This is an optimization exercise on Yosys and OpenROAD, whose aim is small area, a short achievable clock period and few clock cycles per item, not a production implementation. RTL that was checked went through simulation tests only; none was proved equivalent to the original. No functional check of the RTL was part of run 1.

==> flow/design.v (outline; a module is shown in full before it is edited, if it fits) <==
// module iir_fa: 10 lines
// module iir_x2: 7 lines
// module iir_ha: 9 lines
// module iir_df1_biquad_axis: 1072 lines
module iir_df1_biquad_axis
#(
    parameter int unsigned coeff_width  = 16,
    parameter int unsigned inout_width  = 16,
    parameter int unsigned scale_factor = 14,
    parameter int          a1_int_coeff = -31880,
    parameter int          a2_int_coeff = 15531,
    parameter int          bo_int_coeff = 167,
    parameter int          b1_int_coeff = -302,
    parameter int          b2_int_coeff = 167
) (
    input  logic                          clk,
    input  logic                          rst,
    input  logic                          s_axis_tvalid,
    input  logic signed [inout_width-1:0] s_axis_tdata,
    output logic                          m_axis_tready,
    output logic signed [inout_width-1:0] m_axis_tdata,
    output logic                          m_axis_tvalid
);
  // ...
==> flow/run.sh <==
#!/bin/bash
# synth_recipe.tcl (not shown) runs the flow's synth.tcl, then flattens the netlist and writes it again
# the make line also repeats each setting of config.mk as NAME=value (left out here)
make -C /OpenROAD-flow-scripts/flow DESIGN_CONFIG=/design/flow/config.mk WORK_HOME=/design/flow/orfs CLKGATE_MAP_FILE= SYNTH_SCRIPT=/design/flow/synth_recipe.tcl finish
==> flow/config.mk <==
export PLATFORM = sky130hd
export DESIGN_NAME = iir_df1_biquad_axis
export DESIGN_NICKNAME = iir_df1_biquad_axis
export VERILOG_FILES = /design/flow/design.v
export SDC_FILE = /design/flow/constraint.sdc
export NUM_CORES = 4
export LEC_CHECK = 0
export ABC_AREA = 1
export CAP_MARGIN = 20
export CORE_MARGIN = 2
export CORE_UTILIZATION = 40
export SETUP_SLACK_MARGIN = 3.6
export SLEW_MARGIN = 20
export SYNTH_HIERARCHICAL = 1
export SYNTH_MINIMUM_KEEP_SIZE = 0
==> flow/constraint.sdc <==
create_clock -name core_clock -period 7.0 [get_ports {clk}]
set_input_delay 1.4000 -clock core_clock [delete_from_list [all_inputs] [get_ports {clk}]]
set_output_delay 1.4000 -clock core_clock [all_outputs]
set_load 0.01 [all_outputs]
==> key figures, run 1 <==
Outcome
  • Outcome: finished clean

Synth
  • Mapped Nets: ~1700
  • Synth Area in Compound Gates: 0.07855
  • Post-Synth XOR/XNOR Area: 0.01926
  • Most common library cells after synthesis: nand2_1, inv_1, fa_1, dfxtp_1, nor2_1
  • Post-synthesis mux area share: 0
  • Mapped Cells: 1432
  • Async SR Flop Fraction: 0

Global routing
  • Grt peak-use layer: met2
  • GRT overflow: 0
  • Vias in the first global route: ~8900
  • Antenna violations before repair: 0

Worst setup path
  • Most used cell, CP: nand2_4
  • Critical-path top delay cell: fa_1
  • Crit-path max cell delay: 560 ps
  • Reg2reg end: y1_q[0]

STA
  • Setup Total Neg Slack: 0 ps
  • Final setup violation count: 0
  • Setup ws final: 3350 ps
  • Tmin final: 3650 ps

Floorplanning
  • Core box area: 0.03043 mm^2
  • Tap cell count: 396
  • Chip width: 179.2 um
  • Die Ht: 179.2 um

Cells and area
  • Multi-input gate area: approximately 0.0086 mm^2
  • Seq cells: 133
  • Flip-flop count of the largest register after layout: 27
  • Clock-cell share: 0.04271
  • Final instance count without filler cells: 1906
  • Commonest non-fill, non-tap cell in the layout: inv_1
  • Clock buffers: 18
  • ANT cells: 0

Routing
  • Drt pass-1 iters: 5
  • DRT antenna net count: 0
  • Drc violations: 0

Clock network
  • H-Tree Depth: 4
  • Insertion delay to the later sink of the worst-skew pair: 430 ps

Placement
  • Placed Instances: 1838
  • Port-buffer cells: 35

Run
  • MaxCap Viol Count: 0
==> run 2, diff against run 1 <==
--- a/flow/design.v
+++ b/flow/design.v
@@ -677,55 +677,55 @@
     iir_fa u_lt3 (.a(ga_q[11]), .b(gb_q[11]), .c(y1_q[8]), .s(lt3), .co(lt4));
     iir_fa u_lt5 (.a(ga_q[12]), .b(gb_q[12]), .c(y1_q[9]), .s(lt5), .co(lt6));
     iir_fa u_lt7 (.a(ga_q[13]), .b(gb_q[13]), .c(y1_q[10]), .s(lt7), .co(lt8));
     iir_fa u_lt9 (.a(ga_q[14]), .b(gb_q[14]), .c(y1_q[11]), .s(lt9), .co(lt10));
     iir_fa u_lt11 (.a(ga_q[15]), .b(gb_q[15]), .c(y1_q[12]), .s(lt11), .co(lt12));
     iir_ha u_lt13 (.a(y1_q[8]), .b(y1_q[0]), .s(lt13), .co(lt14));
     iir_fa u_lt15 (.a(ga_q[16]), .b(gb_q[16]), .c(y1_q[13]), .s(lt15), .co(lt16));
     assign lt17 = ~y1_q[6];
-    iir_fa u_lt18 (.a(y1_q[9]), .b(lt17), .c(y1_q[1]), .s(lt18), .co(lt19));
+    iir_fa u_lt18 (.a(y1_q[9]), .b(y1_q[1]), .c(lt17), .s(lt18), .co(lt19));
     iir_fa u_lt20 (.a(ga_q[17]), .b(gb_q[17]), .c(y1_q[14]), .s(lt20), .co(lt21));
     assign lt22 = ~y1_q[7];
-    iir_fa u_lt23 (.a(y1_q[10]), .b(lt22), .c(y1_q[2]), .s(lt23), .co(lt24));
+    iir_fa u_lt23 (.a(y1_q[10]), .b(y1_q[2]), .c(lt22), .s(lt23), .co(lt24));
     iir_fa u_lt25 (.a(ga_q[18]), .b(gb_q[18]), .c(y1_q[11]), .s(lt25), .co(lt26));
     assign lt27 = ~y1_q[3];
-    iir_fa u_lt28 (.a(y1_q[15]), .b(y1_q[8]), .c(lt27), .s(lt28), .co(lt29));
+    iir_fa u_lt28 (.a(lt27), .b(y1_q[15]), .c(y1_q[8]), .s(lt28), .co(lt29));
     iir_fa u_lt30 (.a(ga_q[19]), .b(gb_q[19]), .c(y1_q[12]), .s(lt30), .co(lt31));
-    iir_ha u_lt32 (.a(y1_q[9]), .b(y1_q[4]), .s(lt32), .co(lt33));
-    assign lt34 = ~y1_q[9] & y1_q[4];
+    iir_ha u_lt32 (.a(y1_q[4]), .b(y1_q[9]), .s(lt32), .co(lt33));
+    assign lt34 = y1_q[4] & ~y1_q[9];
     iir_fa u_lt35 (.a(ga_q[20]), .b(gb_q[20]), .c(y1_q[13]), .s(lt35), .co(lt36));
-    iir_ha u_lt37 (.a(y1_q[10]), .b(y1_q[5]), .s(lt37), .co(lt38));
-    assign lt39 = ~y1_q[10] & y1_q[5];
+    iir_ha u_lt37 (.a(y1_q[5]), .b(y1_q[10]), .s(lt37), .co(lt38));
+    assign lt39 = y1_q[5] & ~y1_q[10];
     iir_fa u_lt40 (.a(ga_q[21]), .b(gb_q[21]), .c(y1_q[14]), .s(lt40), .co(lt41));
-    iir_ha u_lt42 (.a(y1_q[11]), .b(y1_q[6]), .s(lt42), .co(lt43));
-    assign lt44 = ~y1_q[11] & y1_q[6];
+    iir_ha u_lt42 (.a(y1_q[6]), .b(y1_q[11]), .s(lt42), .co(lt43));
+    assign lt44 = y1_q[6] & ~y1_q[11];
     iir_fa u_lt45 (.a(ga_q[22]), .b(gb_q[22]), .c(y1_q[7]), .s(lt45), .co(lt46));
     iir_ha u_lt47 (.a(y1_q[15]), .b(y1_q[12]), .s(lt47), .co(lt48));
     assign lt49 = ~(y1_q[15] | y1_q[12]);
     iir_fa u_lt50 (.a(ga_q[23]), .b(gb_q[23]), .c(y1_q[8]), .s(lt50), .co(lt51));
     iir_ha u_lt52 (.a(ga_q[24]), .b(gb_q[24]), .s(lt52), .co(lt53));
     iir_ha u_lt54 (.a(ga_q[25]), .b(gb_q[25]), .s(lt54), .co(lt55));
     iir_ha u_lt56 (.a(y1_q[7]), .b(y1_q[3]), .s(lt56), .co(lt57));
     iir_fa u_lt58 (.a(y1_q[4]), .b(lt2), .c(lt3), .s(lt58), .co(lt59));
     iir_fa u_lt60 (.a(y1_q[5]), .b(lt4), .c(lt5), .s(lt60), .co(lt61));
     iir_fa u_lt62 (.a(y1_q[6]), .b(lt6), .c(lt7), .s(lt62), .co(lt63));
     iir_fa u_lt64 (.a(y1_q[7]), .b(lt8), .c(lt9), .s(lt64), .co(lt65));
     iir_fa u_lt66 (.a(lt13), .b(lt10), .c(lt11), .s(lt66), .co(lt67));
     iir_fa u_lt68 (.a(lt14), .b(lt12), .c(lt15), .s(lt68), .co(lt69));
-    iir_fa u_lt70 (.a(lt16), .b(lt19), .c(lt20), .s(lt70), .co(lt71));
-    iir_fa u_lt72 (.a(lt21), .b(lt24), .c(lt25), .s(lt72), .co(lt73));
-    assign lt74 = ~lt26;
-    iir_fa u_lt75 (.a(lt32), .b(lt74), .c(lt29), .s(lt75), .co(lt76));
+    iir_fa u_lt70 (.a(lt16), .b(lt20), .c(lt19), .s(lt70), .co(lt71));
+    iir_fa u_lt72 (.a(lt21), .b(lt25), .c(lt24), .s(lt72), .co(lt73));
+    assign lt74 = ~lt32;
+    iir_fa u_lt75 (.a(lt74), .b(lt26), .c(lt30), .s(lt75), .co(lt76));
     iir_fa u_lt77 (.a(lt34), .b(lt31), .c(lt35), .s(lt77), .co(lt78));
     iir_fa u_lt79 (.a(lt39), .b(lt36), .c(lt40), .s(lt79), .co(lt80));
     iir_fa u_lt81 (.a(lt44), .b(lt47), .c(lt41), .s(lt81), .co(lt82));
     iir_fa u_lt83 (.a(lt49), .b(lt46), .c(lt50), .s(lt83), .co(lt84));
     assign lt85 = ~y1_q[14];
-    iir_fa u_lt86 (.a(lt85), .b(y1_q[9]), .c(lt52), .s(lt86), .co(lt87));
+    iir_fa u_lt86 (.a(y1_q[9]), .b(lt85), .c(lt52), .s(lt86), .co(lt87));
     iir_fa u_lt88 (.a(y1_q[15]), .b(y1_q[10]), .c(lt53), .s(lt88), .co(lt89));
     iir_fa u_lt90 (.a(ga_q[26]), .b(gb_q[26]), .c(y1_q[11]), .s(lt90), .co(lt91));
     iir_ha u_lt92 (.a(ga_q[27]), .b(gb_q[27]), .s(lt92), .co(lt93));
     iir_ha u_lt94 (.a(ga_q[28]), .b(gb_q[28]), .s(lt94), .co(lt95));
     iir_ha u_lt96 (.a(ga_q[29]), .b(gb_q[29]), .s(lt96), .co(lt97));
     iir_ha u_lt98 (.a(ga_q[7]), .b(y1_q[4]), .s(lt98), .co(lt99));
     iir_fa u_lt100 (.a(ga_q[8]), .b(y1_q[5]), .c(y1_q[1]), .s(lt100), .co(lt101));
     iir_fa u_lt102 (.a(ga_q[9]), .b(y1_q[6]), .c(y1_q[2]), .s(lt102), .co(lt103));
@@ -739,36 +739,36 @@
     assign lt115 = ~y1_q[4];
     iir_fa u_lt116 (.a(lt115), .b(lt63), .c(lt64), .s(lt116), .co(lt117));
     assign lt118 = ~y1_q[5];
     iir_fa u_lt119 (.a(lt118), .b(lt65), .c(lt66), .s(lt119), .co(lt120));
     iir_fa u_lt121 (.a(lt18), .b(lt67), .c(lt68), .s(lt121), .co(lt122));
     iir_fa u_lt123 (.a(lt23), .b(lt69), .c(lt70), .s(lt123), .co(lt124));
     assign lt125 = ~lt28;
     iir_fa u_lt126 (.a(lt125), .b(lt71), .c(lt72), .s(lt126), .co(lt127));
-    assign lt128 = ~lt75;
-    iir_fa u_lt129 (.a(lt30), .b(lt73), .c(lt128), .s(lt129), .co(lt130));
-    assign lt131 = ~lt77;
-    iir_fa u_lt132 (.a(lt37), .b(lt76), .c(lt131), .s(lt132), .co(lt133));
+    assign lt128 = ~lt29;
+    iir_fa u_lt129 (.a(lt128), .b(lt75), .c(lt73), .s(lt129), .co(lt130));
+    assign lt131 = ~lt37;
+    iir_fa u_lt132 (.a(lt131), .b(lt76), .c(lt77), .s(lt132), .co(lt133));
     assign lt134 = ~lt42;
     iir_fa u_lt135 (.a(lt134), .b(lt78), .c(lt79), .s(lt135), .co(lt136));
     iir_fa u_lt137 (.a(lt45), .b(lt80), .c(lt81), .s(lt137), .co(lt138));
     assign lt139 = ~y1_q[13];
     iir_fa u_lt140 (.a(lt139), .b(lt82), .c(lt83), .s(lt140), .co(lt141));
     iir_fa u_lt142 (.a(lt51), .b(lt86), .c(lt84), .s(lt142), .co(lt143));
     iir_fa u_lt144 (.a(lt54), .b(lt87), .c(lt88), .s(lt144), .co(lt145));
     iir_fa u_lt146 (.a(lt55), .b(lt90), .c(lt89), .s(lt146), .co(lt147));
     iir_fa u_lt148 (.a(y1_q[12]), .b(lt92), .c(lt91), .s(lt148), .co(lt149));
     iir_fa u_lt150 (.a(y1_q[13]), .b(lt93), .c(lt94), .s(lt150), .co(lt151));
     iir_fa u_lt152 (.a(y1_q[14]), .b(lt95), .c(lt96), .s(lt152), .co(lt153));
     iir_ha u_lt154 (.a(y1_q[15]), .b(lt97), .s(lt154), .co(lt155));
     assign lt156 = ~y1_q[15] & lt97;
     logic [31:0] la, lb;
-    assign la = {lt156, lt153, lt151, lt149, lt147, lt145, lt143, lt141, lt138, lt136, ~lt133, lt130, lt127, lt124, lt122, lt120, lt117, lt114, lt112, lt109, lt106, lt103, lt101, lt99, lt98, ga_q[6], ga_q[5], ga_q[4], ga_q[3], ga_q[2], ga_q[1], ga_q[0]};
-    assign lb = {1'b1, ~lt154, lt152, lt150, lt148, lt146, lt144, lt142, lt140, lt137, lt135, ~lt132, lt129, lt126, lt123, lt121, lt119, lt116, lt113, lt111, lt108, lt105, lt102, lt100, y1_q[0], y1_q[3], y1_q[2], y1_q[1], y1_q[0], 1'b0, 1'b0, 1'b0};
+    assign la = {lt156, lt153, lt151, lt149, lt147, lt145, lt143, lt141, lt138, lt136, lt133, lt130, lt127, lt124, lt122, lt120, lt117, lt114, lt112, lt109, lt106, lt103, lt101, lt99, lt98, ga_q[6], ga_q[5], ga_q[4], ga_q[3], ga_q[2], ga_q[1], ga_q[0]};
+    assign lb = {1'b1, ~lt154, lt152, lt150, lt148, lt146, lt144, lt142, lt140, lt137, lt135, lt132, lt129, lt126, lt123, lt121, lt119, lt116, lt113, lt111, lt108, lt105, lt102, lt100, y1_q[0], y1_q[3], y1_q[2], y1_q[1], y1_q[0], 1'b0, 1'b0, 1'b0};
     logic [28:14] cs;
     logic [28:0] lcg, lcp;
     assign lcg[0] = la[0] & lb[0];
     assign lcp[0] = la[0] | lb[0];
     assign lcg[1] = la[1] & lb[1];
     assign lcp[1] = la[1] | lb[1];
     assign lcg[2] = la[2] & lb[2];
     assign lcp[2] = la[2] | lb[2];
--- a/flow/config.mk
+++ b/flow/config.mk
@@ -4,12 +4,12 @@
 export VERILOG_FILES = /design/flow/design.v
 export SDC_FILE = /design/flow/constraint.sdc
 export NUM_CORES = 4
 export LEC_CHECK = 0
 export ABC_AREA = 1
 export CAP_MARGIN = 20
 export CORE_MARGIN = 2
 export CORE_UTILIZATION = 40
-export SETUP_SLACK_MARGIN = 3.6
+export SETUP_SLACK_MARGIN = 3.45
 export SLEW_MARGIN = 20
 export SYNTH_HIERARCHICAL = 1
 export SYNTH_MINIMUM_KEEP_SIZE = 0
==> run 2 against run 1 <==
Against the previous run: critical endpoint is now yb_q[6]; first-iteration DRC count rose by 36%; die area fell by 1.5%; setup slack improved by 56 ps; sequential share of layout area down 0.065 points; critical path type unchanged; still clean on timing, DRC and antenna; via count is 0.58% lower; clock skew about the same; fmax rose by 1.6%; wire length hardly changed.
==> key figures, run 2 <==
Routing
  • Drc violations: 0 (unchanged)
  • DRT antenna net count: 0 (unchanged)
  • Routed wire length per instance: roughly 15 um
  • DR vias/cell: 4.678
  • Starting DRT DRC Count: roughly 510
  • Drt pass-1 iters: 7 (+2)
  • Via count: 8870
  • Final WL: 28420 um

Placement
  • DPL Wire Length: roughly 22000 um
  • Cell Area, Placed: 0.01286 mm^2
  • Routability cong.: 0.8354
  • Port-buffer cells: 35 (unchanged)

Clock network
  • Clk buf depth: 2
  • CTS tree: yes
  • Clock slew at reported path FFs: roughly 60 ps
  • H-Tree Depth: 4 (unchanged)
  • CTS Buf Count: 17
  • Hold bufs inserted after CTS: 0
  • Clk sinks: 133
  • CTS root buffer: clkbuf_16
  • Insertion delay to the later sink of the worst-skew pair: 430 ps (about the same)

Worst setup path
  • R2R depth: 19
  • Setup crit start: y1_q[13]
  • Origin of the critical flop-to-flop path: y1_q[13]
  • R2R Setup Slk: 3410 ps
  • CP Max Fanout: 8
  • Crit. End Element: register
  • CP Class: register to register
  • Reg2reg end: yb_q[6]
  • CP required: 7350 ps
  • Crit path to: yb_q[6]
  • Arrival @ worst endpoint: just under 4000 ps
  • Startpoint Class: register

STA
  • Slew @ Worst Pin: 975.4 ps
  • F_max: between 0.2 and 0.3 GHz
  • RSZ-0062 raised after global routing: true
  • Final slew viol count: 0
  • Setup Total Neg Slack: 0 ps (unchanged)
  • Tmin final: 3594 ps (-55.96 ps)
  • Final setup violation count: 0 (unchanged)
  • Fin. Hold Viols: 0
  • Period utilization: 0.5134
  • Clk_skew: 13.79 ps
  • Rel. slew slack: 0.3490

Floorplanning
  • Die Ht: 177.9 um (-0.73%)
  • Initial core utilization: 0.4071
  • Die area: 0.03165 mm^2
  • Num rows: 63
  • I/O pin total: 37
  • Core box area: 0.02972 mm^2 (-2.3%)
  • Chip width: 177.9 um (-0.73%)

Cells and area
  • Area Growth Syn to Fin: 16.99%
  • Flip-flop count of the largest register after layout: 27 (unchanged)
  • Final nets: 1781
  • Commonest non-fill, non-tap cell in the layout: inv_1
  • ANT cells: 0 (unchanged)
  • Most frequent cells in the layout: inv_1, nand2_1, fa_1, nor2_1, dfxtp_1
  • Largest regs: ga_q: 27 flops, gb_q: 20 flops, t_q: 18 flops
  • Register with the most flip-flops: ga_q
  • Layout cells sized above 1: 0.1474
  • Final Cell Area: 0.01415 mm^2

Global routing
  • Largest net degree at the start of global routing: 46
  • Antenna violations before repair: 0 (unchanged)
  • GRT overflow: 0 (unchanged)
  • First-pass GRT wire length: between 40000 and 50000 um
  • GRT Total Usage: 0.1866
  • Vias in the first global route: 8828 (-1.3%)

Synth
  • Mapped Area: 0.01210 mm^2
  • Mapped Nets: 1713 (-0.41%)
  • Number of synthesized flops with an enable pin: 0
  • Avg Inst Size Synth: between 8 and 9 um^2
  • Top-count cell post-synth: nand2_1
  • Synth Flop Type: dfxtp_1
  • Async SR Flop Fraction: 0 (unchanged)
  • Distinct cells, synth: 39
  • Yosys top cell area share: 0.3525
  • Top post-synthesis cells by area: fa_1, dfxtp_1, nand2_1
  • Mapped Cells: 1425 (-0.49%)
  • #FFs+latches synth: 133
  • Sequential area share after synthesis: 0.2201
  • Synth warn: 7
  • Most common library cells after synthesis: nand2_1, inv_1, fa_1, dfxtp_1, nor2_1
  • Largest area contributor in the netlist: fa_1

Hold path
  • Hold Path Class: register to register

Run
  • MaxCap Viol Count: 0 (unchanged)

Outcome
  • Outcome: finished clean
-- run 2: stage by stage --
stage	util	std cells	worst slack, ps	hold slack [ps]
2_1_floorplan	-	1425	3635	471.5
3_3_place_gp	0.4323	1829	3075	509.7
3_5_place_dp	0.4328	1830	3060	513.5
4_1_cts	0.4560	1864	3430	525.7
5_1_grt	0.4763	1896	3244	550.8
6_report	0.4763	1896	3406	521.9
-- run 2: cell type report --
type / count / area, um^2
Timing Repair Buffer: 70 / 633.1
Tap cell: 390 / 488.0
Inverter: 288 / 1084
Fill cell: 2759 / 15560
Clock buffer: 17 / 425.4
Multi-Input combinational cell: 983 / 8637
Clock inverter: 15 / 172.7
Sequential cell: 133 / 2714
-- run 2: per-module statistics from Yosys, one instance, submodules excluded --
module	cells inside	cell area (um^2)
iir_x2	5	18.77
iir_fa	1	20.02
iir_ha	1	12.51
iir_df1_biquad_axis	963	6434
-- run 2: cell families (layout without fill, tap and decap cells) --
family | Yosys count | in the layout | share of synthesized area
DFF | 133 | 133 | 0.2201
xor gates and xnor gates | 27 | 27 | 0.01955
AOI/OAI and AO/OA | 170 | 170 | 0.07860
adders and majority gates | 269 | 269 | 0.4104
other | 1 | 1 | 0.0003100
and+or+nand+nor | 513 | 516 | 0.1725
buffers and inverters | 312 | 390 | 0.09856
-- run 2: critical path: stages (launching register included) --
cell,delay [ps]
dfxtp_4,370
fa_2,570
fa_1,470
fa_2,670
nor2_4,50
inv_2,60
nand2_2,60
inv_2,70
nand2_4,70
inv_4,60
nand2_4,70
nor2_4,110
nand2_4,70
nand2_2,100
nand2_1,100
nand2_4,160
nand2_8,120
nand2_2,120
nand2_2,50
a21oi_2,160
-- run 2: how the worst min path moves through the flow --
stage	end	startpoint	slack, ps	depth (start not counted)
finish	hx2_q[13]	hx2_q[13]	520	2
global placement	hx2_q[12]	hx2_q[12]	510	2
global route	hx2_q[1]	hx1_q[1]	550	2
CTS	hx2_q[12]	hx2_q[12]	530	2
detailed placement	hx2_q[12]	hx2_q[12]	510	2
floorplan	gb_q[17]	yb_q[13]	470	0
-- run 2: timing repair --
| action | 4_1_cts | 5_1_grt |
|---|---|---|
| pin swaps | 0 | 49 |
| resized for setup | 31 | 118 |
| setup endpoints to repair | 35 | 43 |
| cloned | 0 | 3 |
| buffers inserted | 2 | 29 |
-- run 2: per-layer routing --
| metal | global-route usage | routed length [um] | up-vias |
|---|---|---|---|
| met5 | 0 | 0 | - |
| met4 | 0.04098 | 412 | 0 |
| met3 | 0.03299 | 1445 | 33 |
| met2 | 0.2938 | 12940 | 189 |
| met1 | 0.2689 | 13620 | 4232 |
| li1 | - | - | 4416 |
Testbench counts of run 2, summed over its fixed seeds: cycles 24,024, items 24,000.
==> run 3, diff against run 2 <==
--- a/flow/config.mk
+++ b/flow/config.mk
@@ -11,3 +11,4 @@
 export CORE_UTILIZATION = 40
-export SETUP_SLACK_MARGIN = 3.45
+export CTS_BUF_LIST = sky130_fd_sc_hd__clkbuf_4 sky130_fd_sc_hd__clkbuf_8
+export SETUP_SLACK_MARGIN = 3.2
 export SLEW_MARGIN = 20
==> run 3 against run 2 <==
Against the previous run: register-to-register slack lost 70 ps; cell area decreased by 4.4%; cell count fell by 0.84%; sequential cell count unchanged; count of clock-buffer cells in the layout stayed put; synthesized area is the same; critical endpoint is now yb_q[15].
==> key figures, run 3 <==
Clock network
  • CTS Buf Count: 17 (unchanged)
  • Clk buf depth: 2 (unchanged)
  • CTS tree: yes
  • Clock slew at reported path FFs: 100 ps (+40 ps)
  • Clk sinks: 133 (unchanged)
  • Hold bufs inserted after CTS: 0 (unchanged)
  • H-Tree Depth: 4 (unchanged)
  • Insertion delay to the later sink of the worst-skew pair: 460 ps (+30 ps)
  • CTS root buffer: clkbuf_8

STA
  • Final slew viol count: 0 (unchanged)
  • RSZ-0062 raised after global routing: true
  • Setup Total Neg Slack: 0 ps (unchanged)
  • Fin. Hold Viols: 0 (unchanged)
  • Slew @ Worst Pin: 972.4 ps (-3.033 ps)
  • Period utilization: 0.5238 (+0.01035)
  • F_max: 0.2727 GHz (-2.0%)
  • Final setup violation count: 0 (unchanged)
  • Rel. slew slack: 0.3510 (+0.002024)
  • Clk_skew: 20.63 ps (+6.836 ps)
  • Tmin final: 3667 ps (+72.44 ps)

Routing
  • DRT antenna net count: 0 (unchanged)
  • DR vias/cell: 4.665 (-0.27%)
  • Via count: 8771 (-1.1%)
  • Drt pass-1 iters: 5 (-2)
  • Starting DRT DRC Count: 514 (+0.59%)
  • Final WL: 27540 um (-3.1%)
  • Drc violations: 0 (unchanged)
  • Routed wire length per instance: 14.65 um (-2.3%)

Hold path
  • Hold Path Class: register to register
  • Hold path start: hx2_q[13]

Synth
  • Async SR Flop Fraction: 0 (unchanged)
  • Post-synthesis mux area share: 0 (unchanged)
  • Distinct cells, synth: 39 (unchanged)
  • Largest family of logic cells by synthesized area: adder cells
  • Avg Inst Size Synth: 8.490 um^2 (unchanged)
  • Yosys top cell area share: 0.3525 (unchanged)
  • Mapped Nets: 1713 (unchanged)
  • Sequential area share after synthesis: 0.2201 (unchanged)
  • Post-Synth XOR/XNOR Area: 0.01955 (unchanged)
  • Synth warn: 7 (unchanged)
  • #FFs+latches synth: 133 (unchanged)
  • Largest area contributor in the netlist: fa_1
  • Most common library cells after synthesis: nand2_1, inv_1, fa_1, dfxtp_1, nor2_1
  • Top-count cell post-synth: nand2_1
  • Mapped Cells: 1425 (unchanged)
  • Synth Area in Compound Gates: 0.07860 (unchanged)
  • Top post-synthesis cells by area: fa_1, dfxtp_1, nand2_1
  • Number of synthesized flops with an enable pin: 0 (unchanged)
  • Mapped Area: 0.01210 mm^2 (unchanged)
  • Synth Flop Type: dfxtp_1
  • Simple-gate share of the synthesized area: 0.1725 (unchanged)
  • Post-Synth Adder-Cell Area: 0.4104 (unchanged)

Worst setup path
  • Startpoint Class: register
  • Most used cell, CP: nand2_2
  • Setup crit start: y1_q[13]
  • Crit-path max cell delay: 630 ps (-40 ps)
  • Origin of the critical flop-to-flop path: y1_q[13]
  • Worst-path cell chain: fa_1, fa_1, fa_2, nor2_1, inv_1, nand2_1, inv_2, nand2_2, inv_2, nand2_2, nor2_2, nand2_2, nand2_2, nand2_1, nand2_4, buf_4, buf_4, nor2_1, o21a_1
  • Arrival @ worst endpoint: 4030 ps (+80 ps)
  • Critical-path top delay cell: fa_2
  • CP Class: register to register
  • CP Max Fanout: 6 (-2)
  • Crit. End Element: register
  • CP required: 7360 ps (about the same)

Outcome
  • Outcome: finished clean

Placement
  • Port-buffer cells: 35 (unchanged)
  • Routability cong.: 0.8354 (unchanged)
  • DPL Wire Length: 22290 um (unchanged)

Cells and area
  • ANT cells: 0 (unchanged)
  • Flip-flop count of the largest register after layout: 27 (unchanged)
  • Core Util, Final: 0.4553 (-0.02097)
  • Most frequent cells in the layout: nand2_1, inv_1, fa_1, nor2_1, dfxtp_1
  • Layout cells sized above 1: 0.08926 (-0.05815)
  • Largest regs: ga_q: 27 flops, gb_q: 20 flops, t_q: 18 flops
  • Commonest non-fill, non-tap cell in the layout: nand2_1
  • Final nets: 1765 (-0.90%)
  • Area Growth Syn to Fin: 11.84%
  • Register with the most flip-flops: ga_q

Floorplanning
  • Num rows: 63 (unchanged)
  • I/O pin total: 37 (unchanged)
  • Die area: 0.03165 mm^2 (unchanged)
  • Core box area: 0.02972 mm^2 (unchanged)
  • Initial core utilization: 0.4071 (unchanged)
  • Die Ht: 177.9 um (unchanged)
  • Chip width: 177.9 um (unchanged)

Global routing
  • Vias in the first global route: 8835 (+0.079%)
  • Antenna violations before repair: 0 (unchanged)
  • First-pass GRT wire length: 45330 um (-0.53%)
  • GRT overflow: 0 (unchanged)
  • Largest net degree at the start of global routing: 46 (unchanged)
  • GRT Total Usage: 0.1854 (-0.001183)

Run
  • MaxCap Viol Count: 0 (unchanged)
## run 3: per-stage QoR
step / cells / hold slack [ps] / instance area [um^2] / setup WS (ps)
after floorplan: 1425 / 471.5 / 12100 / 3635
after global placement: 1829 / 509.7 / 12850 / 3075
after detailed placement: 1830 / 513.5 / 12860 / 3060
after CTS: 1862 / 529.0 / 13290 / 3251
after global routing: 1880 / 554.3 / 13530 / 3154
final: 1880 / 527.3 / 13530 / 3333
## run 3: final timing paths
path          endpoint  slack, ps  cells past startpoint
max           yb_q[15]       3330                     19
min reg2reg  hx2_q[13]        530                      2
min          hx2_q[13]        530                      2
max reg2reg   yb_q[15]       3330                     19
## run 3: cells by family (layout without fill, tap and decap cells)
| kind of cell | after synthesis | count (layout) |
|---|---|---|
| AO/OA/AOI/OAI | 170 | 170 |
| XOR/XNOR | 27 | 27 |
| adder cells (fa/ha/maj) | 269 | 269 |
| buffers and inverters | 312 | 375 |
| flip-flops | 133 | 133 |
| other | 1 | 1 |
| AND/OR/NAND/NOR | 513 | 515 |
## run 3: per-module statistics from Yosys (local to each module, per instance)
| module | flops+latches | copies in the design | area (um^2) |
|---|---|---|---|
| iir_fa | 0 | 212 | 20.02 |
| iir_df1_biquad_axis | 133 | 1 | 6434 |
| iir_x2 | 0 | 39 | 18.77 |
| iir_ha | 0 | 55 | 12.51 |
## run 3: critical path, delay by kind of cell (launching register included)
kind	cells	cell delay [ps]
AND/OR/NAND/NOR	10	920
AO/OA/AOI/OAI	1	160
adder cells (fa/ha/maj)	3	1640
buffers and inverters	5	440
flip-flops	1	390
## run 3: what timing repair did
item,in CTS,in global routing
endpoints found under the hold margin,0,0
gates resized for setup,10,45
buffers inserted,0,16
pin swaps,0,9
cloned,0,2
setup endpoints to repair,30,33
## run 3: metal layers
layer,part of all wire,vias to the layer above,track usage,wire [um]
li1,-,4373,-,-
met4,0.012,0,0.04577,323
met5,0,-,0,0
met1,0.49,4185,0.2692,13570
met2,0.44,191,0.2899,12220
met3,0.052,22,0.02913,1428
## run 3: cell type report
| cell class | instances | area, um^2 |
|---|---|---|
| clock buffer | 17 | 234.0 |
| clock inverter | 15 | 172.7 |
| fill | 2845 | 16190 |
| inverter | 288 | 1081 |
| multi-input combinational | 982 | 8344 |
| sequential | 133 | 2703 |
| tap | 390 | 488.0 |
| timing repair buffer | 55 | 508.0 |
==> run 4, diff against run 3 <==
--- a/flow/config.mk
+++ b/flow/config.mk
@@ -11,3 +11,2 @@
 export CORE_UTILIZATION = 40
-export CTS_BUF_LIST = sky130_fd_sc_hd__clkbuf_4 sky130_fd_sc_hd__clkbuf_8
 export SETUP_SLACK_MARGIN = 3.2
==> run 4 against run 3 <==
Against the previous run: synthesized cell count is the same; count of clock-buffer cells in the layout is the same; clock skew shrank 7.0 ps; hold slack lost 5.4 ps; highest routed layer unchanged.
==> key figures, run 4 <==
Synth
  • Synth Flop Type: dfxtp_1
  • Distinct cells, synth: 39 (unchanged)
  • Mapped Nets: 1713 (unchanged)
  • Post-Synth Adder-Cell Area: 0.4104 (unchanged)
  • Async SR Flop Fraction: 0 (unchanged)
  • Mapped Area: 0.01210 mm^2 (unchanged)
  • Top post-synthesis cells by area: fa_1, dfxtp_1, nand2_1
  • #FFs+latches synth: 133 (unchanged)
  • Largest family of logic cells by synthesized area: adder cells
  • Simple-gate share of the synthesized area: 0.1725 (unchanged)
  • Sequential area share after synthesis: 0.2201 (unchanged)
  • Yosys top cell area share: 0.3525 (unchanged)
  • Most common library cells after synthesis: nand2_1, inv_1, fa_1, dfxtp_1, nor2_1
  • Post-Synth XOR/XNOR Area: 0.01955 (unchanged)
  • Synth warn: 7 (unchanged)
  • Avg Inst Size Synth: 8.490 um^2 (unchanged)
  • Mapped Cells: 1425 (unchanged)
  • Synth Area in Compound Gates: 0.07860 (unchanged)
  • Top-count cell post-synth: nand2_1
  • Largest area contributor in the netlist: fa_1
  • Post-synthesis mux area share: 0 (unchanged)
  • Number of synthesized flops with an enable pin: 0 (unchanged)

Clock network
  • CTS root buffer: clkbuf_16
  • Clk buf depth: 2 (unchanged)
  • CTS tree: yes
  • Hold bufs inserted after CTS: 0 (unchanged)
  • Insertion delay to the later sink of the worst-skew pair: 430 ps (-30 ps)
  • Clk sinks: 133 (unchanged)
  • Clock slew at reported path FFs: 70 ps (-30 ps)
  • CTS Buf Count: 17 (unchanged)
  • H-Tree Depth: 4 (unchanged)

Cells and area
  • Flip-flop count of the largest register after layout: 27 (unchanged)
  • Commonest non-fill, non-tap cell in the layout: nand2_1
  • Layout cells sized above 1: 0.08030 (-0.008965)
  • Register with the most flip-flops: ga_q
  • ANT cells: 0 (unchanged)
  • Area Growth Syn to Fin: 12.87%
  • Most frequent cells in the layout: nand2_1, inv_1, fa_1, nor2_1, dfxtp_1
  • Final instance count without filler cells: 1872 (-0.43%)
  • Final nets: 1757 (-0.45%)
  • # fillers: 2821 (-0.84%)
  • Largest regs: ga_q: 27 flops, gb_q: 20 flops, t_q: 18 flops

STA
  • Final setup violation count: 0 (unchanged)
  • Tmin final: 3623 ps (-43.13 ps)
  • Clk_skew: 13.65 ps (-6.982 ps)
  • RSZ-0062 raised after global routing: false
  • Setup Total Neg Slack: 0 ps (unchanged)
  • Slew @ Worst Pin: 958.9 ps (-13.48 ps)
  • Setup ws final: 3377 ps (+43.13 ps)
  • Fin. Hold Viols: 0 (unchanged)
  • Rel. slew slack: 0.3600 (+0.008997)
  • Period utilization: 0.5176 (-0.006161)
  • F_max: 0.2760 GHz (+1.2%)
  • Final slew viol count: 0 (unchanged)

Global routing
  • Antenna violations before repair: 0 (unchanged)
  • Largest net degree at the start of global routing: 46 (unchanged)
  • First-pass GRT wire length: 45560 um (+0.50%)
  • Vias in the first global route: 8842 (+0.079%)
  • GRT overflow: 0 (unchanged)
  • GRT Total Usage: 0.1865 (+0.001053)

Routing
  • Drc violations: 0 (unchanged)
  • Starting DRT DRC Count: 467 (-9.1%)
  • Drt pass-1 iters: 5 (unchanged)
  • Routed wire length per instance: 14.71 um (+0.39%)
  • Final WL: 27530 um (about the same)
  • DR vias/cell: 4.653 (-0.27%)
  • Via count: 8710 (-0.70%)
  • DRT antenna net count: 0 (unchanged)

Floorplanning
  • Die area: 0.03165 mm^2 (unchanged)
  • Die Ht: 177.9 um (unchanged)
  • Initial core utilization: 0.4071 (unchanged)
  • Chip width: 177.9 um (unchanged)
  • Core box area: 0.02972 mm^2 (unchanged)
  • Num rows: 63 (unchanged)
  • I/O pin total: 37 (unchanged)

Worst setup path
  • Arrival @ worst endpoint: 3990 ps (-40 ps)
  • Crit-path max cell delay: 510 ps (-120 ps)
  • CP Class: register to register
  • WP buf/inv: 1 (-4)
  • CP Max Fanout: 7 (+1)
  • Top delay family on crit path: adder cells
  • Crit. End Element: register
  • Startpoint Class: register
  • Worst-path cell chain: fa_1, fa_1, fa_1, nor2_2, a21oi_1, a21oi_2, nand2_4, a21oi_4, nand3b_1, buf_4, nand2_4, nand2_1, nand2_1, nand2_1, a21oi_2
  • Critical-path top delay cell: fa_1
  • CP required: 7370 ps (about the same)

Run
  • MaxCap Viol Count: 0 (unchanged)

Hold path
  • Hold Path Class: register to register

Outcome
  • Outcome: finished clean

Placement
  • DPL Wire Length: 22290 um (unchanged)
  • Port-buffer cells: 35 (unchanged)
  • Routability cong.: 0.8354 (unchanged)
  • DP Worst Slack: 3060 ps (unchanged)
  • Placed Instances: 1830 (unchanged)
-- run 4: cell counts after synthesis --
Identical to the previous run, type by type.
-- run 4: timing repair --
item | in CTS | in global routing
setup buffers | 0 | 8
cloned | 0 | 2
endpoints found under the setup margin | 30 | 33
resized for setup | 9 | 41
pin swaps | 0 | 7
-- run 4: logic make-up (layout without fill, tap and decap cells) --
logic type               count (synthesis)  after routing
AND/OR/NAND/NOR                        513            515
buffers and inverters                  312            367
adder cells (fa/ha/maj)                269            269
AO/OA/AOI/OAI                          170            170
flip-flops                             133            133
XOR/XNOR                                27             27
other                                    1              1
-- run 4: layout make-up --
type | count | area, um^2 | area share
clock buffers | 17 | 425.4 | 0.03116
clock inverters | 15 | 172.7 | 0.01265
inverters | 288 | 1081 | 0.07917
multi-input cells | 982 | 8337 | 0.6106
flip-flops and latches | 133 | 2703 | 0.1979
well taps | 390 | 488.0 | 0.03574
repair buffers | 47 | 447.9 | 0.03281
-- run 4: path summary, 6_finish.rpt --
path / end / depth (start not counted) / from / slack [ps]
max: yb_q[11] / 15 / y1_q[14] / 3380
min: hx2_q[13] / 2 / hx2_q[13] / 520
max reg2reg: yb_q[11] / 15 / y1_q[14] / 3380
min reg2reg: hx2_q[13] / 2 / hx2_q[13] / 520
-- run 4: metal layers --
layer / track usage / routed length [um] / vias to the layer above
li1: - / - / 4368
met1: 0.2688 / 13450 / 4141
met2: 0.2938 / 12330 / 171
met3: 0.03278 / 1352 / 30
met4: 0.04064 / 400 / 0
met5: 0 / 0 / -
-- run 4: through the flow --
stage	hold WS [ps]	utilization	instance area (um^2)
after global placement	509.7	0.4323	12850
after detailed placement	513.5	0.4328	12860
after floorplan	471.5	-	12100
after global routing	550.8	0.4595	13650
final	521.9	0.4595	13650
after CTS	525.7	0.4535	13480
-- run 4: modules after synthesis, one instance, submodules excluded --
| module | copies in the design | cell area (um^2) | flops+latches | cells |
|---|---|---|---|---|
| iir_fa | 212 | 20.02 | 0 | 1 |
| iir_df1_biquad_axis | 1 | 6434 | 133 | 963 |
| iir_ha | 55 | 12.51 | 0 | 1 |
| iir_x2 | 39 | 18.77 | 0 | 5 |
-- run 4: worst min-delay path: cells and delay by family (launching register included) --
family                 cells  cell delay [ps]
DFF                        1              340
AOI/OAI and AO/OA          1               60
buffers and inverters      1               80
==> run 5, diff against run 4 <==
==> flow/flow/run.sh (new file) <==
#!/bin/bash
# The standard layout (standard.sh: the ORFS flow, standard synthesis included), with
# one change: the buffers placed on the input and output ports are buf_2 cells instead of
# the delay buffers buffer_ports picks by default. Every port still gets its buffer.
set -euo pipefail
export BUFFER_PORTS_ARGS="-buffer_cell sky130_fd_sc_hd__buf_2"
bash standard.sh finish > standard_flow.log 2>&1
==> flow/standard.sh (new file) <==
#!/bin/bash
# synth_recipe.tcl (not shown) runs the flow's synth.tcl, then flattens the netlist and writes it again
# the make line also repeats each setting of config.mk as NAME=value (left out here)
make -C /OpenROAD-flow-scripts/flow DESIGN_CONFIG=/design/flow/config.mk WORK_HOME=/design/flow/orfs CLKGATE_MAP_FILE= SYNTH_SCRIPT=/design/flow/synth_recipe.tcl "${@:-finish}"
removed: flow/run.sh
==> run 5 against run 4 <==
Against the previous run: cell area decreased by 1.5%; global-route usage fell by 0.42 points; hold slack got worse by 6.6 ps; critical endpoint is now y1_q[0].
==> key figures, run 5 <==
Cells and area
  • Flip-flop count of the largest register after layout: 27 (unchanged)
  • ANT cells: 0 (unchanged)
  • Largest regs: ga_q: 27 flops, gb_q: 20 flops, t_q: 18 flops
  • Final nets: 1755 (-0.11%)
  • Most frequent cells in the layout: nand2_1, inv_1, fa_1, nor2_1, dfxtp_1
  • Layout cells sized above 1: 0.1020 (+0.02173)
  • Core Util, Final: 0.4525 (-0.006947)
  • Area Growth Syn to Fin: 11.16%
  • Final Cell Area: 0.01345 mm^2 (-1.5%)
  • Register with the most flip-flops: ga_q
  • Commonest non-fill, non-tap cell in the layout: nand2_1

Routing
  • Starting DRT DRC Count: 465 (-0.43%)
  • Drc violations: 0 (unchanged)
  • Drt pass-1 iters: 5 (unchanged)
  • Final WL: 27110 um (-1.5%)
  • Via count: 8679 (-0.36%)
  • DRT antenna net count: 0 (unchanged)
  • Routed wire length per instance: 14.50 um (-1.4%)
  • DR vias/cell: 4.641 (-0.25%)

Clock network
  • CTS root buffer: clkbuf_16
  • Insertion delay to the later sink of the worst-skew pair: 430 ps (about the same)
  • CTS Buf Count: 17 (unchanged)
  • Clk buf depth: 2 (unchanged)
  • CTS tree: yes
  • Clock slew at reported path FFs: 60 ps (about the same)
  • Hold bufs inserted after CTS: 0 (unchanged)
  • Clk sinks: 133 (unchanged)
  • H-Tree Depth: 4 (unchanged)

STA
  • Worst hold margin: 515.2 ps (-6.638 ps)
  • Final setup violation count: 0 (unchanged)
  • RSZ-0062 raised after global routing: true
  • Rel. slew slack: 0.3274 (-0.03258)
  • Period utilization: 0.5201 (+0.002427)
  • Fin. Hold Viols: 0 (unchanged)
  • Setup ws final: 3360 ps (-16.99 ps)
  • Clk_skew: 15.14 ps (+1.496 ps)
  • Setup Total Neg Slack: 0 ps (unchanged)
  • Tmin final: 3640 ps (+16.99 ps)
  • Slew @ Worst Pin: 1008 ps (+48.81 ps)
  • Final slew viol count: 0 (unchanged)
  • F_max: 0.2747 GHz (-0.47%)

Floorplanning
  • Die area: 0.03165 mm^2 (unchanged)
  • Chip width: 177.9 um (unchanged)
  • Core box area: 0.02972 mm^2 (unchanged)
  • Num rows: 63 (unchanged)
  • Initial core utilization: 0.4071 (unchanged)
  • Die Ht: 177.9 um (unchanged)
  • I/O pin total: 37 (unchanged)

Worst setup path
  • Startpoint Class: register
  • CP required: 7310 ps (-60 ps)
  • Crit. End Element: register
  • Top delay family on crit path: adder cells
  • Critical-path top delay cell: fa_2
  • CP Class: register to register
  • WP buf/inv: 1 (unchanged)
  • Crit-path max cell delay: 560 ps (+50 ps)
  • CP Max Fanout: 12 (+5)
  • Arrival @ worst endpoint: 3950 ps (-40 ps)
  • Most used cell, CP: nand2_1
  • Worst-path cell chain: fa_1, fa_1, fa_2, nor2_2, nor2_1, nand2_1, nor2_1, nand2_1, nand2_4, nand2_2, nand3b_1, nand2_4, nand2_1, nand2_1, o21ai_0, inv_1

Synth
  • Simple-gate share of the synthesized area: 0.1725 (unchanged)
  • Largest area contributor in the netlist: fa_1
  • Yosys top cell area share: 0.3525 (unchanged)
  • Synth Flop Type: dfxtp_1
  • Post-Synth XOR/XNOR Area: 0.01955 (unchanged)
  • Number of synthesized flops with an enable pin: 0 (unchanged)
  • Async SR Flop Fraction: 0 (unchanged)
  • Mapped Area: 0.01210 mm^2 (unchanged)
  • Mapped Nets: 1713 (unchanged)
  • Most common library cells after synthesis: nand2_1, inv_1, fa_1, dfxtp_1, nor2_1
  • Top-count cell post-synth: nand2_1
  • Sequential area share after synthesis: 0.2201 (unchanged)
  • Synth warn: 7 (unchanged)
  • Post-Synth Adder-Cell Area: 0.4104 (unchanged)
  • Mapped Cells: 1425 (unchanged)
  • #FFs+latches synth: 133 (unchanged)
  • Synth Area in Compound Gates: 0.07860 (unchanged)
  • Distinct cells, synth: 39 (unchanged)
  • Largest family of logic cells by synthesized area: adder cells
  • Post-synthesis mux area share: 0 (unchanged)
  • Top post-synthesis cells by area: fa_1, dfxtp_1, nand2_1
  • Avg Inst Size Synth: 8.490 um^2 (unchanged)

Placement
  • Routability cong.: 0.8230 (-1.5%)
  • Port-buffer cells: 35 (unchanged)
  • DPL Wire Length: 21830 um (-2.1%)
  • Cell Area, Placed: 0.01266 mm^2 (-1.5%)
  • DP Worst Slack: 3014 ps (-45.75 ps)

Hold path
  • Hold Path Class: register to register

Global routing
  • Largest net degree at the start of global routing: 46 (unchanged)
  • Antenna violations before repair: 0 (unchanged)
  • Routing usage on met3: 0.02978 (-0.002999)
  • GRT overflow: 0 (unchanged)
  • Vias in the first global route: 8655 (-2.1%)
  • Met1 Track Usage GR: 0.2669 (-0.001885)
  • First-pass GRT wire length: 44770 um (-1.7%)
  • Grt peak-use layer: met2
  • GRT Total Usage: 0.1823 (-0.004193)
  • GR Layer Usage met2: 0.2812 (-0.01260)

Run
  • MaxCap Viol Count: 0 (unchanged)

Outcome
  • Outcome: finished clean
run 5: cell counts after synthesis:
No cell type changed its count.
run 5: area by class of cell:
class,count,area (um^2)
Fill cell,2844,16270
Multi-Input combinational cell,982,8329
Inverter,288,1081
Clock buffer,17,425.4
Timing Repair Buffer,45,250.2
Tap cell,390,488.0
Sequential cell,133,2701
Clock inverter,15,172.7
run 5: final timing paths:
path,from,endpoint,slack (ps),depth (start not counted)
min,hx1_q[15],hx2_q[15],520,2
max reg2reg,y1_q[10],y1_q[0],3360,16
min reg2reg,hx1_q[15],hx2_q[15],520,2
max,y1_q[10],y1_q[0],3360,16
run 5: what timing repair did:
| item | in CTS | in global routing |
|---|---|---|
| pin swaps | 0 | 6 |
| gates cloned | 0 | 2 |
| endpoints found under the setup margin | 30 | 32 |
| buffers inserted | 0 | 8 |
| resized for setup | 8 | 37 |
run 5: stage by stage:
step / std cells
floorplan: 1425
global placement: 1828
detailed placement: 1828
CTS: 1860
global route: 1870
finish: 1870
run 5: worst reg2reg max path, stage by stage, from the launching register on:
cell and delay [ps]:
dfxtp_4 430, fa_1 470, fa_1 470, fa_2 560, nor2_2 50, nor2_1 180
nand2_1 120, nor2_1 120, nand2_1 100, nand2_4 150, nand2_2 110, nand3b_1 240
nand2_4 150, nand2_1 90, nand2_1 60, o21ai_0 170, inv_1 60
run 5: cells by family (layout without fill, tap and decap cells):
kind of cell / after synthesis / in the layout
compound gates: 170 / 170
xor+xnor: 27 / 27
fa+ha+maj: 269 / 269
buf+inv: 312 / 365
flops: 133 / 133
other cells: 1 / 1
simple gates: 513 / 515
run 5: per-layer routing:
metal  wire length, um  part of all wire
met3               968             0.036
met4               374             0.014
met2             12060              0.45
met1             13700              0.51
met5                 0                 0
run 5: Yosys stat by module, one instance, submodules excluded:
module | cells | area (um^2) | times used
iir_ha | 1 | 12.51 | 55
iir_fa | 1 | 20.02 | 212
iir_df1_biquad_axis | 963 | 6434 | 1
iir_x2 | 5 | 18.77 | 39

## port drivers added, routing unchanged
How much do the figures lean on ideal ports? The routed layouts below were timed once more, with nothing changed but the port constraints. Step 1, drivers: a clkbuf_16 drives clk and a buf_2 each remaining input, both assumed. Step 2, shift: input delay + t, output delay - t, t = (earliest + latest rising clock arrival at the registers) / 2. This alone moves slack from input paths to output paths. Three values: ideal ports, drivers, drivers and shift; two values: the first two.
run	t, ns	slack for setup (ns)	hold slack, ns	pins driven straight from the clock port
run 1	0.469	3.350 / 3.350 / 3.201	0.513 / 0.513 / 0.513	1
run 2	0.473	3.406 / 3.406 / 3.150	0.522 / 0.522 / 0.522	1
run 3	0.492	3.333 / 3.333 / 3.053	0.527 / 0.527 / 0.527	1
run 4	0.472	3.377 / 3.377 / 3.079	0.522 / 0.522 / 0.522	1
run 5	0.466	3.360 / 3.360 / 3.360	0.515 / 0.515 / 0.515	1
After both steps every run listed still meets setup and hold. For run 4, which loses most, drivers alone change the setup slack by 0.000 ns; drivers and shift together by -0.298 ns.
